Background: an optimization exercise with open tools, aiming at small area, a short achievable clock period and few clock cycles per item. Do not read the settings as production practice.
In this exercise RTL edits were held to simulation tests only and were not proved equivalent to the original.
Power figures rest on the tool's default switching activity, not on a simulated workload.

==> design.v <==
`default_nettype none
package bbp_pkg;
  localparam int unsigned MaxAssetsDefault = 16;
  localparam int unsigned MaxStepsDefault  = 1024;
  localparam int unsigned AssetW  = 4;
  localparam int unsigned StepW   = 10;
  localparam int unsigned PriceW  = 32;
  localparam int unsigned WeightW = 16;
  localparam int unsigned StrikeW = 16;
  localparam int unsigned TStepsW = 11;
  localparam int unsigned ACountW = 5;
  localparam int unsigned CfgIdxW = 2;
  localparam int unsigned CfgW    = 16;
  localparam int unsigned SumW    = 64;
  localparam int unsigned ProdW   = PriceW + 1 + WeightW;
  localparam int unsigned FracDrop = 12;
  localparam int unsigned StrikeShift = 28;
  localparam int unsigned InDataW = 128;
  localparam logic [CfgIdxW-1:0] CFG_STRIKE = 2'd0;
  localparam logic [CfgIdxW-1:0] CFG_TSTEPS = 2'd1;
  localparam logic [CfgIdxW-1:0] CFG_ACOUNT = 2'd2;
  localparam logic CMD_LOAD   = 1'b0;
  localparam logic CMD_SAMPLE = 1'b1;
  typedef struct packed {
    logic [WeightW-1:0] weight;
    logic [PriceW-1:0]  lower;
    logic [PriceW-1:0]  upper;
  } bbp_entry_t;
endpackage
`default_nettype wire
`default_nettype none
module bbp_tables #(
  parameter int unsigned MAX_ASSETS = bbp_pkg::MaxAssetsDefault
) (
  input  wire                                          clk_i,
  input  wire                                          we_i,
  input  wire  [(MAX_ASSETS > 1 ? $clog2(MAX_ASSETS) : 1)-1:0] waddr_i,
  input  bbp_pkg::bbp_entry_t                          wdata_i,
  input  wire                                          re_i,
  input  wire  [(MAX_ASSETS > 1 ? $clog2(MAX_ASSETS) : 1)-1:0] raddr_i,
  output bbp_pkg::bbp_entry_t                          rdata_o
);
  logic [bbp_pkg::WeightW+2*bbp_pkg::PriceW-1:0] mem_q [MAX_ASSETS];
  logic [bbp_pkg::WeightW+2*bbp_pkg::PriceW-1:0] rdata_q;
  always_ff @(posedge clk_i) begin
    if (we_i) begin
      mem_q[waddr_i] <= wdata_i;
    end
  end
  always_ff @(posedge clk_i) begin
    if (re_i) begin
      rdata_q <= mem_q[raddr_i];
    end
  end
  assign rdata_o = rdata_q;
endmodule
`default_nettype wire
`default_nettype none
module barrier_basket_payoff #(
  parameter int unsigned MAX_ASSETS = bbp_pkg::MaxAssetsDefault,
  parameter int unsigned MAX_STEPS  = bbp_pkg::MaxStepsDefault
) (
  input  wire                                clk_i,
  input  wire                                rst_ni,
  input  wire                                cfg_we_i,
  input  wire  [bbp_pkg::CfgIdxW-1:0]        cfg_idx_i,
  input  wire  [bbp_pkg::CfgW-1:0]           cfg_data_i,
  input  wire                                s_axis_tvalid,
  output logic                               s_axis_tready,
  input  wire  [bbp_pkg::InDataW-1:0]        s_axis_tdata,
  input  wire                                s_axis_tuser,
  input  wire                                s_axis_tlast,
  output logic                               m_axis_tvalid,
  input  wire                                m_axis_tready,
  output logic [bbp_pkg::PriceW-1:0]         m_axis_tdata,
  output logic                               m_axis_tuser
);
  localparam int unsigned AW  = (MAX_ASSETS > 1) ? $clog2(MAX_ASSETS) : 1;
  localparam int unsigned IW  = 7;
  localparam int unsigned MSW = $clog2(MAX_STEPS + 1);
  localparam int unsigned SW  = (MSW > bbp_pkg::TStepsW) ? MSW : bbp_pkg::TStepsW;
  localparam logic [SW-1:0]  MaxStepsC  = SW'(MAX_STEPS);
  localparam logic [IW-1:0]  MaxAssetsC = IW'(MAX_ASSETS);
  localparam int unsigned SW64 = bbp_pkg::SumW;
  logic [bbp_pkg::StrikeW-1:0] strike_q;
  logic [bbp_pkg::TStepsW-1:0] tsteps_q;
  logic [bbp_pkg::ACountW-1:0] acount_q;
  always_ff @(posedge clk_i or negedge rst_ni) begin
    if (!rst_ni) begin
      strike_q <= '0;
      tsteps_q <= bbp_pkg::TStepsW'(1);
      acount_q <= bbp_pkg::ACountW'(1);
    end else if (cfg_we_i) begin
      unique case (cfg_idx_i)
        bbp_pkg::CFG_STRIKE: strike_q <= cfg_data_i[bbp_pkg::StrikeW-1:0];
        bbp_pkg::CFG_TSTEPS: tsteps_q <= cfg_data_i[bbp_pkg::TStepsW-1:0];
        bbp_pkg::CFG_ACOUNT: acount_q <= cfg_data_i[bbp_pkg::ACountW-1:0];
        default: ;
      endcase
    end
  end
  logic [bbp_pkg::AssetW-1:0]  in_asset;
  logic [bbp_pkg::StepW-1:0]   in_step;
  logic [bbp_pkg::PriceW-1:0]  in_price;
  bbp_pkg::bbp_entry_t         in_entry;
  assign in_asset        = s_axis_tdata[3:0];
  assign in_step         = s_axis_tdata[13:4];
  assign in_price        = s_axis_tdata[45:14];
  assign in_entry.weight = s_axis_tdata[61:46];
  assign in_entry.lower  = s_axis_tdata[93:62];
  assign in_entry.upper  = s_axis_tdata[125:94];
  logic            in_take;
  logic [IW-1:0]   asset_ext;
  logic            asset_in_tbl;
  logic            asset_used;
  logic [SW-1:0]   steps_eff;
  logic [SW-1:0]   step_ext;
  logic            step_ok;
  logic            step_final;
  logic            load_we;
  logic            sample_go;
  assign in_take      = s_axis_tvalid && s_axis_tready;
  assign asset_ext    = IW'(in_asset);
  assign asset_in_tbl = asset_ext < MaxAssetsC;
  assign asset_used   = asset_in_tbl && (asset_ext < IW'(acount_q));
  assign steps_eff    = (SW'(tsteps_q) < MaxStepsC) ? SW'(tsteps_q) : MaxStepsC;
  assign step_ext     = SW'(in_step);
  assign step_ok      = step_ext < steps_eff;
  assign step_final   = (step_ext + SW'(1)) == steps_eff;
  assign load_we      = in_take && (s_axis_tuser == bbp_pkg::CMD_LOAD) && asset_in_tbl;
  assign sample_go    = in_take && (s_axis_tuser == bbp_pkg::CMD_SAMPLE) && asset_used;
  bbp_pkg::bbp_entry_t tbl_rd;
  bbp_tables #(
    .MAX_ASSETS (MAX_ASSETS)
  ) u_tables (
    .clk_i   (clk_i),
    .we_i    (load_we),
    .waddr_i (asset_ext[AW-1:0]),
    .wdata_i (in_entry),
    .re_i    (sample_go),
    .raddr_i (asset_ext[AW-1:0]),
    .rdata_o (tbl_rd)
  );
  logic s1_v_q, s2_v_q, s3_v_q, out_v_q;
  logic s1_ok_q, s1_fin_q, s1_last_q;
  logic [bbp_pkg::PriceW-1:0] s1_price_q;
  logic s2_acc_q, s2_brk_q, s2_last_q;
  logic signed [bbp_pkg::ProdW-1:0] s2_prod_q;
  logic out_free, s3_free, s2_adv, s2_free, s1_adv, s1_free;
  assign out_free = !out_v_q || m_axis_tready;
  assign s3_free  = !s3_v_q || out_free;
  assign s2_adv   = s2_v_q && (!s2_last_q || s3_free);
  assign s2_free  = !s2_v_q || s2_adv;
  assign s1_adv   = s1_v_q && s2_free;
  assign s1_free  = !s1_v_q || s1_adv;
  assign s_axis_tready = s1_free;
  always_ff @(posedge clk_i or negedge rst_ni) begin
    if (!rst_ni) begin
      s1_v_q <= 1'b0;
    end else if (s1_free) begin
      s1_v_q <= sample_go;
    end
  end
  always_ff @(posedge clk_i) begin
    if (sample_go) begin
      s1_ok_q    <= step_ok;
      s1_fin_q   <= step_ok && step_final;
      s1_last_q  <= s_axis_tlast;
      s1_price_q <= in_price;
    end
  end
  logic signed [bbp_pkg::ProdW-1:0] prod;
  logic                             breach;
  assign prod   = $signed({1'b0, s1_price_q}) * $signed(tbl_rd.weight);
  assign breach = s1_ok_q && ((s1_price_q < tbl_rd.lower) || (s1_price_q > tbl_rd.upper));
  always_ff @(posedge clk_i or negedge rst_ni) begin
    if (!rst_ni) begin
      s2_v_q <= 1'b0;
    end else if (s2_free) begin
      s2_v_q <= s1_adv;
    end
  end
  always_ff @(posedge clk_i) begin
    if (s1_adv) begin
      s2_prod_q <= prod;
      s2_acc_q  <= s1_fin_q;
      s2_brk_q  <= breach;
      s2_last_q <= s1_last_q;
    end
  end
  logic [SW64-1:0] sum_q;
  logic            brk_q;
  logic [SW64-1:0] sum_d;
  logic            brk_d;
  logic [SW64-1:0] res_sum_q;
  logic            res_brk_q;
  assign sum_d = sum_q + (s2_acc_q ? SW64'(s2_prod_q) : '0);
  assign brk_d = brk_q || s2_brk_q;
  always_ff @(posedge clk_i or negedge rst_ni) begin
    if (!rst_ni) begin
      sum_q  <= '0;
      brk_q  <= 1'b0;
      s3_v_q <= 1'b0;
    end else begin
      if (s2_adv) begin
        if (s2_last_q) begin
          sum_q <= '0;
          brk_q <= 1'b0;
        end else begin
          sum_q <= sum_d;
          brk_q <= brk_d;
        end
      end
      if (s2_adv && s2_last_q) begin
        s3_v_q <= 1'b1;
      end else if (out_free) begin
        s3_v_q <= 1'b0;
      end
    end
  end
  always_ff @(posedge clk_i) begin
    if (s2_adv && s2_last_q) begin
      res_sum_q <= sum_d;
      res_brk_q <= brk_d;
    end
  end
  logic [SW64-1:0]             diff;
  logic                        in_money;
  logic                        sat;
  logic [bbp_pkg::PriceW-1:0]  payoff;
  logic [bbp_pkg::PriceW-1:0]  out_data_q;
  logic                        out_ko_q;
  assign diff     = res_sum_q - (SW64'(strike_q) << bbp_pkg::StrikeShift);
  assign in_money = !res_brk_q && (diff != '0) && !diff[SW64-1];
  assign sat      = |diff[SW64-2:bbp_pkg::PriceW+bbp_pkg::FracDrop];
  assign payoff   = !in_money ? '0 :
                    sat ? '1 : diff[bbp_pkg::PriceW+bbp_pkg::FracDrop-1:bbp_pkg::FracDrop];
  always_ff @(posedge clk_i or negedge rst_ni) begin
    if (!rst_ni) begin
      out_v_q <= 1'b0;
    end else if (out_free) begin
      out_v_q <= s3_v_q;
    end
  end
  always_ff @(posedge clk_i) begin
    if (out_free && s3_v_q) begin
      out_data_q <= payoff;
      out_ko_q   <= res_brk_q;
    end
  end
  assign m_axis_tvalid = out_v_q;
  assign m_axis_tdata  = out_data_q;
  assign m_axis_tuser  = out_ko_q;
endmodule
`default_nettype wire
==> run.sh <==
#!/bin/bash
# synth_recipe.tcl (not shown) runs the flow's synth.tcl, then flattens the netlist and writes it again
# the make line also repeats each setting of config.mk as NAME=value (left out here)
make -C /OpenROAD-flow-scripts/flow DESIGN_CONFIG=/design/flow/config.mk WORK_HOME=/design/flow/orfs CLKGATE_MAP_FILE= SYNTH_SCRIPT=/design/flow/synth_recipe.tcl finish
==> config.mk <==
export PLATFORM = sky130hd
export DESIGN_NAME = barrier_basket_payoff
export DESIGN_NICKNAME = barrier_basket_payoff
export VERILOG_FILES = /design/flow/design.v
export SDC_FILE = /design/flow/constraint.sdc
export NUM_CORES = 4
export LEC_CHECK = 0
export CAP_MARGIN = 20
export CORE_MARGIN = 2
export CORE_UTILIZATION = 40
export SLEW_MARGIN = 20
==> constraint.sdc <==
create_clock -name core_clock -period 8.5 [get_ports {clk_i}]
set_input_delay 1.7000 -clock core_clock [delete_from_list [all_inputs] [get_ports {clk_i}]]
set_output_delay 1.7000 -clock core_clock [all_outputs]
set_load 0.01 [all_outputs]
==> run notes <==
power by group through the flow:
stage               sequential, µW  clock (µW)  combinational [µW]
floorplan                    10400           0               11400
global placement             10500           0               14800
detailed placement           10500           0               14900
CTS                          10300        7460               15000
global route                 10400        7780               17100
finish                       10300        7310               14900
Yosys cell counts (all sizes together) (6+ instances only):
| master | n |
|---|---|
| o211ai | 17 |
| or3 | 9 |
| ha | 310 |
| a31oi | 18 |
| inv | 633 |
| nand4 | 45 |
| a21oi | 171 |
| dfrtp | 99 |
| nor2b | 29 |
| a22oi | 6 |
| mux4 | 400 |
| o21ai | 116 |
| or4 | 7 |
| fa | 420 |
| nor2 | 134 |
| and3 | 19 |
| or2 | 6 |
| a22o | 57 |
| a21o | 92 |
| clkbuf | 197 |
| o21a | 19 |
| nand2 | 402 |
| nand3 | 48 |
| o21bai | 22 |
| edfxtp | 1545 |
| o31ai | 7 |
| a21boi | 8 |
| nor3 | 27 |
| a211oi | 14 |
| and2 | 282 |
| nand2b | 39 |
| mux2 | 17 |
| xnor2 | 90 |
| xor2 | 41 |
| nor4 | 17 |
| o31a | 7 |
| buf | 35 |
flip-flops by register name, summed over array words and instances (netlist names):
| signal | count |
|---|---|
| s2_brk_q | 1 |
| s2_prod_q | 49 |
| s2_v_q | 1 |
| s1_price_q | 32 |
| brk_q | 1 |
| s1_fin_q | 1 |
| out_data_q | 32 |
| s2_acc_q | 1 |
| s2_last_q | 1 |
| out_ko_q | 1 |
| u_tables.mem_q | 1280 |
| u_tables.rdata_q | 80 |
| sum_q | 64 |
| acount_q | 5 |
| strike_q | 16 |
| out_v_q | 1 |
| s1_v_q | 1 |
| res_sum_q | 64 |
| res_brk_q | 1 |
| s1_last_q | 1 |
| s1_ok_q | 1 |
| s3_v_q | 1 |
| tsteps_q | 11 |
cells in the final DEF, fill, tap and decap left out, types with 28 or more instances in the layout:
master           Yosys  layout
mux4_2             400     400
o21ai_0            109     109
fa_1               420     420
nand3_1             48      48
a22o_1              57      57
inv_1              632     632
a21o_1              92      92
nor2_1             133     119
nand2_1            402     401
clkbuf_1           197      38
clkdlybuf4s50_1      0     180
nand2b_1            39      39
xnor2_1             90      90
buf_4                1      73
clkinv_1             0      40
nor2b_1             29      28
a21oi_1            171     171
clkbuf_16            0     173
dfrtp_1             99      99
ha_1               310     310
xor2_1              41      41
and2_1             282     281
edfxtp_1          1545    1545
nand4_1             45      45
stage by stage:
stage / power [µW] / cell area, µm²
2_1_floorplan: 21700 / 84300
3_3_place_gp: 25200 / 89800
5_1_grt: 35300 / 95400
4_1_cts: 32800 / 95400
6_report: 32600 / 95400
3_5_place_dp: 25400 / 89800
routing by layer:
metal	part of all wire, %	up-vias	track usage (%)
met2	49	1403	32.5
met1	42	24400	25.9
met5	0.080	-	0
met3	5.9	296	3.28
met4	2.3	26	5.18
li1	-	20500	-
cells by family (layout without fill, tap and decap cells):
| logic type | after synthesis | after routing | share of synthesized area, % |
|---|---|---|---|
| DFF | 1646 | 1646 | 58.0 |
| and+or+nand+nor | 1084 | 1084 | 6.43 |
| buffers and inverters | 865 | 1220 | 3.90 |
| adders and majority gates | 730 | 730 | 14.6 |
| AOI/OAI and AO/OA | 608 | 608 | 4.75 |
| muxes | 422 | 422 | 11.0 |
| xor gates and xnor gates | 131 | 131 | 1.36 |
| other | 0 | 4 | 0 |
critical path: cells and delay by family, from the launching register on:
| family | cells | cell delay, ns |
|---|---|---|
| AOI/OAI and AO/OA | 8 | 2.20 |
| xor gates and xnor gates | 1 | 0.08 |
| adders and majority gates | 7 | 3.39 |
| buffers and inverters | 4 | 0.54 |
| DFF | 1 | 0.86 |
| and+or+nand+nor | 2 | 0.28 |
path summary, 6_finish.rpt:
path                       slack (ns)  cells past startpoint            startpoint            end
max in group asynchronous        6.27                      2                rst_ni      sum_q[35]
setup reg to reg                 0.89                     22  u_tables.rdata_q[65]  s2_prod_q[47]
min in group asynchronous        0.86                      1                rst_ni    tsteps_q[6]
setup / recovery                 0.89                     22  u_tables.rdata_q[65]  s2_prod_q[47]
hold / removal                   0.43                      0             s1_last_q      s2_last_q
hold reg to reg                  0.43                      0             s1_last_q      s2_last_q
area by class of cell:
| class | count | share of cell area, % |
|---|---|---|
| antenna | 4 | 0.0105 |
| inverter | 633 | 2.49 |
| tap | 2805 | 3.68 |
| clock buffer | 213 | 4.72 |
| multi-input combinational | 2975 | 33.8 |
| timing repair buffer | 274 | 2.89 |
| sequential | 1646 | 51.3 |
| clock inverter | 100 | 1.07 |
==> run notes <==
- The flow ran to the end and the layout has no timing, DRC or antenna violations.
- Clock latency on the worst-skew pair, taken at its later pin, is 0.86 ns.
- The clock skew after layout is 0.0972 ns.
- Once detailed placement completed, the half-perimeter wirelength came to roughly 130000 µm.
- Cell internal power was estimated by the tool at 20500 µW.
- Among all flip-flop cells after synthesis, the most frequent one is edfxtp_1.
- The level count of the clock H-tree is 4.
- The kind of path behind the tightest hold check is reg2reg.
- The total core area is about 210000 µm².
- The count of final hold-check violations is 0.
- The share of the Yosys chip area taken by registers is between 50% and 60%.
- The congestion estimate from routability-driven global placement came to 0.841.
- The worst setup path is captured at a flop.
- At the pin with the least slew margin, the transition time is between 1 and 1.5 ns.
- The cell repeated most along the worst path is fa_1.
- Across the VDD grid, the largest voltage drop is ~0.5 mV.
- The largest net degree at the start of global routing is ~130.
- Synthesis produced a netlist with a net count of approximately 6400.
- The signal on the critical path passes through buf_4 -> nand2_1 -> fa_1 -> fa_1 -> fa_1 -> inv_1 -> fa_1 -> fa_1 -> inv_1 -> fa_1 -> inv_1 -> ha_1 -> a21oi_1 -> o21ai_0 -> a221o_1 -> a221oi_1 -> o31a_1 -> o31a_1 -> nand2_1 -> a221o_1 -> a21oi_1 -> xnor2_1.
- The worst pin sits at a relative slew slack of 23.6%.
- The clock edge transition at the registers on the reported setup and hold paths is roughly 0.07 ns.
- In this run, post-CTS hold repair placed 0 buffers.
- The count of max-cap constraint violations is 0.
- The static leakage is between 0.03 and 0.04 µW.
- Port buffering added between 150 and 200 buffers.
- The share of synthesized area in the top cell type comes to around 55%.
- The worst path uses 89.5% of the clock period.
- The starting density of the core is about two fifths.
- The tree built by TritonCTS fans out to between 1500 and 2000 sinks.
- For this design the ratio of total power to cell area is 342 nW/µm².
- The synthesized design spends more area on one cell type than any other, namely edfxtp_1.
- Synthesis produced a netlist whose cell count is 5486.
- The number of setup buffers added after CTS is 0.
- The largest individual stage delay along the critical path comes from the cell edfxtp_1.
- After the flow finishes, the layout carries non-filler instances totaling approximately 8700.
- The filler cell count in the final layout is 18300.
- The startpoint type of the worst setup path is a flop.
- TritonCTS built the clock tree.
- The number of nets with antenna violations after routing is 0.
- The routed design has just over 200000 µm of wire.
- Ranked by total cell area, the synthesized netlist is headed by edfxtp_1 (55%), mux4_2 (11%), fa_1 (10%).
- The proportion of power drawn by the clock network is roughly 22%.
- The number of nets in the final layout is approximately 6600.
- The timing-limited maximum frequency is about 130 MHz.
- The synthesized design contains 1646 register bits.
- The final sum of negative setup slack is 0 ns.
- In the final layout, flip-flops and latches occupy 48900 µm².
- Of the total power, combinational logic draws a little under half.
- Prior to clock tree synthesis, the placed netlist has a worst setup slack of 0.920 ns.
- For this block, the initial DRC count from the detailed router was 3778.
- The setup-violating endpoint count in the final report is 0.
- In this run the count of I/O pins placed on the die edge is 188.
- Synthesis instantiated 81 different standard cells from the library.
- The vertical die dimension is ~460 µm.
- Counting the buffers created by CTS gives ~170.
- In the post-route analysis, the smallest setup slack over all paths is slightly below 0.9 ns.
- In the routed layout, each cell is associated on average with a via count of ~5.4.
- The endpoint required time on the critical path is 9.10 ns.
- The residual overflow from global routing is 0.
- Of all flip-flops after synthesis, the portion carrying an async set or reset was about 6%.
- Post-CTS repair changed the size of 0 cells.
- The clock passes through at most 3 buffers.
- In this run the mean area of a mapped cell was roughly 15 µm².
- The delay of the slowest cell on the worst path is around 0.86 ns.
- The area of combinational cells with multiple inputs is ~32000 µm².
- Across all layers, the routed design uses about 47000 vias.
- The count of TritonRoute iterations in the first routing pass is 5.
- The global-route total usage across every layer is 19.3%.
- The first global-routing pass estimated ~310000 µm of wire.
- The fraction of the core area covered by cells at the end of the flow is between 40% and 50%.
- Dividing the detail-routed wire length by the instance count gives approximately 24 µm.
- Subtracting the final worst setup slack from the clock period gives ~7.6 ns.
- The class of the most critical setup path is reg2reg.
- The tree is rooted in a clkbuf_16.
- The area enclosed by the die boundary is about 210000 µm².
- The largest driver fanout on the critical path is 18.
- For this run, design rule violations remaining after detail routing come to 0.
- The minimum hold slack is between 0.4 and 0.5 ns.
- In this run the core area contains about 170 standard-cell rows.
- In this run the horizontal extent of the chip is 463 µm.
- In this run, synthesis inferred around 1500 flip-flops with an integrated enable.
- The initial antenna violation count is 26.
- The share of total power dissipated in sequential elements is between 30% and 40%.
- Setup repair after global routing left no endpoint under its margin.
- For this design the total switching power over the nets is 12100 µW.
- For the worst setup path, the data arrival time is slightly above 8 ns.
- The Yosys warning count is 2.
- The summed instance area of the synthesized netlist is around 84000 µm².
- The via count of the first global-routing pass is about 48000.
- Net switching is between 30% and 40% of the power.
- The placed instance count is 8333.
- The final number of max-transition violations is 0.
- The area overhead of the layout relative to synthesis is 13.1%.
- In the final layout, the share of cells above drive strength 1 is around 13%.
Testbench counts, summed over its fixed seeds: cycles 15,456, items 320.

static timing again, ports no longer ideal:
No port has a modelled driver above. Below, the same layout with a new extraction and two added sets of constraints. Step 1: set_driving_cell puts a clkbuf_16 on clk_i and a buf_2 on each other input, an assumption about the parent block. Step 2 also shifts input and output timing later by t, the mid clock arrival at the registers, as if the neighbouring blocks saw the same clock. a / b / c = ideal / step 1 / step 2; a / b = the first two.
t (ns): 0.897
slack for setup (ns): 0.894 / 0.894 / 0.894
worst register clock-pin slew, ns: 0.07 / 0.07
worst data-port slew with drivers (ns): 0.20
pins driven straight from the clock port: 1
After both steps this run still meets setup and hold. For this run, drivers alone change the setup slack by 0.000 ns; drivers and shift together by 0.000 ns.
